This design comes from an exercise in tuning for small area on the open sky130 flow, not from production work. For this run, only the layout was checked, not whether the RTL still works. Power and IR drop assume default switching activity.

`flow/design.v`:
```
package riscv_pkg;
    localparam int XLEN   = 32;
    localparam int NREG   = 32;
    localparam int REG_AW = 5;
    localparam int CNT_W  = 16;
    localparam logic WB_SEL_ALU = 1'b0;
    localparam logic WB_SEL_MEM = 1'b1;
endpackage
module regfile_rd_port
#(
    parameter int XLEN   = riscv_pkg::XLEN,
    parameter int NREG   = riscv_pkg::NREG,
    parameter int REG_AW = riscv_pkg::REG_AW
) (
    input  logic                      clk,
    input  logic                      reset,
    input  logic [REG_AW-1:0]         addr,
    input  logic                      en,
    input  logic [NREG-1:0][XLEN-1:0] regs,
    input  logic [REG_AW-1:0]         wr_addr,
    input  logic                      wr_commit,
    input  logic [XLEN-1:0]           wr_data,
    output logic [XLEN-1:0]           data
);
    logic [XLEN-1:0] live;
    always_comb begin
        live = regs[addr];
        if (addr == '0) begin
            live = '0;
        end else if (wr_commit && (wr_addr == addr)) begin
            live = wr_data;
        end
    end
    logic unused_gate_inputs;
    assign unused_gate_inputs = &{1'b0, clk, reset, en};
    always_comb begin
        data = live;
    end
endmodule
module wb_regfile
#(
    parameter int XLEN   = riscv_pkg::XLEN,
    parameter int NREG   = riscv_pkg::NREG,
    parameter int REG_AW = riscv_pkg::REG_AW,
    parameter int CNT_W  = riscv_pkg::CNT_W
) (
    input  logic              clk,
    input  logic              reset,
    input  logic [XLEN-1:0]   mem_data_in,
    input  logic [XLEN-1:0]   alu_result_in,
    input  logic [REG_AW-1:0] rd_in,
    input  logic              reg_write_in,
    input  logic              mem_to_reg_in,
    input  logic [REG_AW-1:0] rs1_addr,
    input  logic [REG_AW-1:0] rs2_addr,
    input  logic              rs1_en,
    input  logic              rs2_en,
    output logic [XLEN-1:0]   rs1_data,
    output logic [XLEN-1:0]   rs2_data,
    output logic [XLEN-1:0]   wb_data,
    output logic              wb_commit,
    output logic [CNT_W-1:0]  wr_count
);
    logic [NREG-1:0][XLEN-1:0] regs;
    always_comb begin
        wb_data = (mem_to_reg_in == riscv_pkg::WB_SEL_MEM) ? mem_data_in : alu_result_in;
    end
    always_comb begin
        wb_commit = reg_write_in && (rd_in != '0) && !reset;
    end
    always_ff @(posedge clk) begin
        if (reset) begin
            regs <= '0;
        end else if (wb_commit) begin
            regs[rd_in] <= wb_data;
        end
    end
    always_ff @(posedge clk) begin
        if (reset) begin
            wr_count <= '0;
        end else if (wb_commit && (wr_count != '1)) begin
            wr_count <= wr_count + 1'b1;
        end
    end
    regfile_rd_port #(
        .XLEN   (XLEN),
        .NREG   (NREG),
        .REG_AW (REG_AW)
    ) u_rd_port1 (
        .clk       (clk),
        .reset     (reset),
        .addr      (rs1_addr),
        .en        (rs1_en),
        .regs      (regs),
        .wr_addr   (rd_in),
        .wr_commit (wb_commit),
        .wr_data   (wb_data),
        .data      (rs1_data)
    );
    regfile_rd_port #(
        .XLEN   (XLEN),
        .NREG   (NREG),
        .REG_AW (REG_AW)
    ) u_rd_port2 (
        .clk       (clk),
        .reset     (reset),
        .addr      (rs2_addr),
        .en        (rs2_en),
        .regs      (regs),
        .wr_addr   (rd_in),
        .wr_commit (wb_commit),
        .wr_data   (wb_data),
        .data      (rs2_data)
    );
endmodule
```
`flow/run.sh`:
```
#!/bin/bash
# synth_recipe.tcl (not shown) runs the flow's synth.tcl, then flattens the netlist and writes it again
# the make line also repeats each setting of config.mk as NAME=value (left out here)
make -C /OpenROAD-flow-scripts/flow DESIGN_CONFIG=/design/flow/config.mk WORK_HOME=/design/flow/orfs CLKGATE_MAP_FILE= SYNTH_SCRIPT=/design/flow/synth_recipe.tcl finish
```
`flow/config.mk`:
```
export PLATFORM = sky130hd
export DESIGN_NAME = wb_regfile
export DESIGN_NICKNAME = wb_regfile
export VERILOG_FILES = /design/flow/design.v
export SDC_FILE = /design/flow/constraint.sdc
export NUM_CORES = 4
export LEC_CHECK = 0
export CAP_MARGIN = 20
export CELL_PAD_IN_SITES_DETAIL_PLACEMENT = 1
export CELL_PAD_IN_SITES_GLOBAL_PLACEMENT = 1
export CORE_MARGIN = 2
export CORE_UTILIZATION = 40
export SLEW_MARGIN = 20
```
`flow/constraint.sdc`:
```
create_clock -name core_clock -period 10.0 [get_ports {clk}]
set_input_delay 2.0000 -clock core_clock [delete_from_list [all_inputs] [get_ports {clk}]]
set_output_delay 2.0000 -clock core_clock [all_outputs]
set_load 0.01 [all_outputs]
```
==> flow_metrics.tcl <==
set metrics [dict create \
    setup_viol 0 \
    p_sw_mw 2.62 \
    synthFlopType "dfxtp_1" \
    final_net_count 4810 \
    area_growth_syn_to_layout_pct 15.0 \
    cp-start-kind "input port" \
    vias 42700 \
    worstSkewPairLatency_ns 0.74 \
    dieWidth_um 362 \
    finalPower_mw 9.88 \
    grt_max_degree 198 \
    ios 198 \
    grt.total_usage_pct 30.6 \
    syn_inst 4881 \
    maxCapViolations 0 \
    tightestPinTransition_ns 1.17 \
    synth_top_area_cell "dfxtp_1" \
    clock_skew_ns 0.00606 \
    status "finished clean" \
    gp_congestion 0.787 \
    grt_pass1_wl_um 300000 \
    cts_buffer_depth 3 \
    ctsHoldBuffers 0 \
    final.min_clock_period_ns 9.55 \
    clock_power_share_pct 46.1 \
    async_flop_share_pct 0 \
    postCtsSetupBuffers 0 \
    path_clk_slew_ns 0.06 \
    yosysMostFrequentCell "dfxtp_1" \
    hold_viol 0 \
    die_area_um2 131000 \
    grt_pass1_vias 43400 \
    cts_root_buf "clkbuf_16" \
    cts_buffers 119 \
    initial_core_util_pct 40.2 \
    via_per_inst 6.59 \
    antenna_found_initial 9 \
    crit_fanout 15 \
    dp_hpwl_um 120000 \
    slew_viol_final 0 \
    synth_area_leaders "dfxtp_1 41%, mux4_2 23%, a211oi_1 14%" \
    rsz0062_at_grt "false" \
    synth_area_per_cell_um2 10.5 \
    io_buffers 195 \
    synth_fp_nets 4969 \
    critPathKind "in2out" \
    cts_sinks 1040 \
    ys_types 54 \
    ant_nets 0 \
    yosysSeqAreaShare_pct 40.7 \
    ys_ff_latch 1040 \
    routedWlPerCell_um 31.2 \
    crit_path_end_kind "primary output" \
    netlist_top_cells_count "1040 x dfxtp_1, 978 x a211oi_1, 851 x nor2_1" \
    slew-limit-headroom_pct 21.8 \
    crit_arrival_ns 7.55 \
    wl_um 202000 \
    tritoncts "yes" \
    cts_resized 0 \
    min_path_type "reg2reg" \
    synth_top_cell_area_share_pct 40.7 \
    n_antenna_cell 0 \
    required_ns 8.00 \
    drtPass1Iterations 5 \
    rows 131 \
    first_iter_violations 3616 \
    fin_crit_sh_pct 95.5 \
    synth-edff-count 0 \
    power.density_nw_per_um2 168 \
    die_y_um 362 \
    p_sw_share_pct 26.5 \
    overflow 0 \
    htreeDepth 3 \
    p_int_mw 7.26 \
    setup_tns_ns 0 \
    total_leakage_power_nw 18.1 \
    core_area_um2 127000 \
    vdd_drop_max_v 0.000130 \
    drive_above_1_share_pct 20.3 \
    p_seq_share_pct 42.5 \
    yosys_warnings 2 \
    timing.fmax_mhz 105 \
    drc 0 \
    power_frac_comb_pct 11.3 \
    synth_area_um2 51200 \
]
## state kept, by name, indices dropped and copies added, names as in the netlist
name and cells:
regs 1024, wr_count 16
## area by class of cell
type                            count  area, um2
Clock buffer                      177       3560
Sequential cell                  1040      20800
Multi-Input combinational cell   3164      28300
Timing Repair Buffer              353       3450
Fill cell                       13500      68500
Tap cell                         1662       2080
Inverter                           44        165
Clock inverter                     40        477
## metal layers
metal	wire length, um	track usage (%)	vias up
met1	88400	42.3	22100
li1	-	-	18600
met3	14600	5.51	364
met5	89	0	-
met4	6500	9.58	12
met2	92600	48.6	1571
## metrics by stage
step                      setup WS (ns)  hold slack, ns  instances  instance area [um2]  util (%)
final                             0.447           0.479       6480                58900      46.2
after global routing              0.413           0.495       6480                58900      46.2
after CTS                         0.560           0.480       6479                58800      46.2
after detailed placement          0.575           0.470       6262                54800      43.0
after global placement            0.616           0.463       6258                54700      42.9
after floorplan                    3.24           0.451       4881                51200         -
## final timing paths
path | slack, ns | cells after the start | to | start
hold reg to reg | 0.48 | 1 | regs[21]$_SDFFE_PP0P_ | regs[21]$_SDFFE_PP0P_
setup / recovery | 0.45 | 14 | rs2_data[27] | rd_in[1]
hold / removal | 0.48 | 1 | regs[21]$_SDFFE_PP0P_ | regs[21]$_SDFFE_PP0P_
setup reg to reg | 7.90 | 6 | wr_count[14]$_SDFFE_PP0P_ | wr_count[0]$_SDFFE_PP0P_
## power groups by stage
stage	clock, mW	combinational (mW)	sequential, mW
finish	4.56	1.12	4.20
global route	4.81	1.17	4.20
CTS	4.64	1.11	4.20
detailed placement	0	1.11	4.29
global placement	0	1.10	4.29
floorplan	0	0.605	4.29
## critical path: stages
cell and delay [ns]:
clkdlybuf4s50_1 0.83, inv_1 0.10, ha_1 0.27, nor2b_1 0.18
nor2b_1 0.16, ha_1 0.22, or3b_2 0.69, inv_1 0.19
nand4_1 0.19, nor3_1 0.50, nand2_2 0.50, buf_4 0.47
o32ai_1 0.52, clkdlybuf4s50_1 0.69
## placed cells by master (no fill, tap or decap), drive strengths merged, types with 35 or more instances in the layout
master         Yosys  final
o22ai            248    248
buf              138    164
mux2i             35     35
dfxtp           1040   1040
a211oi           992    992
clkdlybuf4s50      0    189
or3               38     38
mux4             516    516
clkbuf           495    177
a21oi            232    232
inv               44     46
nor2b             38     38
nor2             851    851
## cells by family (layout without fill, tap and decap cells)
family,after synthesis,after routing,synth area share [%]
multiplexers,551,551,23.4
adder cells (fa/ha/maj),3,3,0.0733
buffers and inverters,677,614,5.23
flip-flops,1040,1040,40.7
AND/OR/NAND/NOR,1031,1031,8.82
XOR/XNOR,21,21,0.359
AO/OA/AOI/OAI,1558,1558,21.5

-- separate check: timing with driven ports --
How much do the figures lean on ideal ports? The routed layout below was timed once more, with nothing changed but the port constraints. Step 1 sets driving cells, clkbuf_16 on the clock port and buf_2 on the other inputs (assumed; they add their load-dependent delay and slew). Step 2 also shifts input and output timing later by t, the mid clock arrival at the registers, as if the neighbouring blocks saw the same clock. Three values: ideal, step 1, step 2; two values: the first two.
t (ns): 0.811
slack for setup (ns): 0.447 / 0.408 / 0.408
latest minus earliest clock arrival (ns): 0.032 / 0.033
slew at the worst register clock pin (ns): 0.07 / 0.07
After both steps this run still meets setup and hold. The setup slack of this run moves by -0.039 ns with the drivers and by -0.039 ns with both steps.
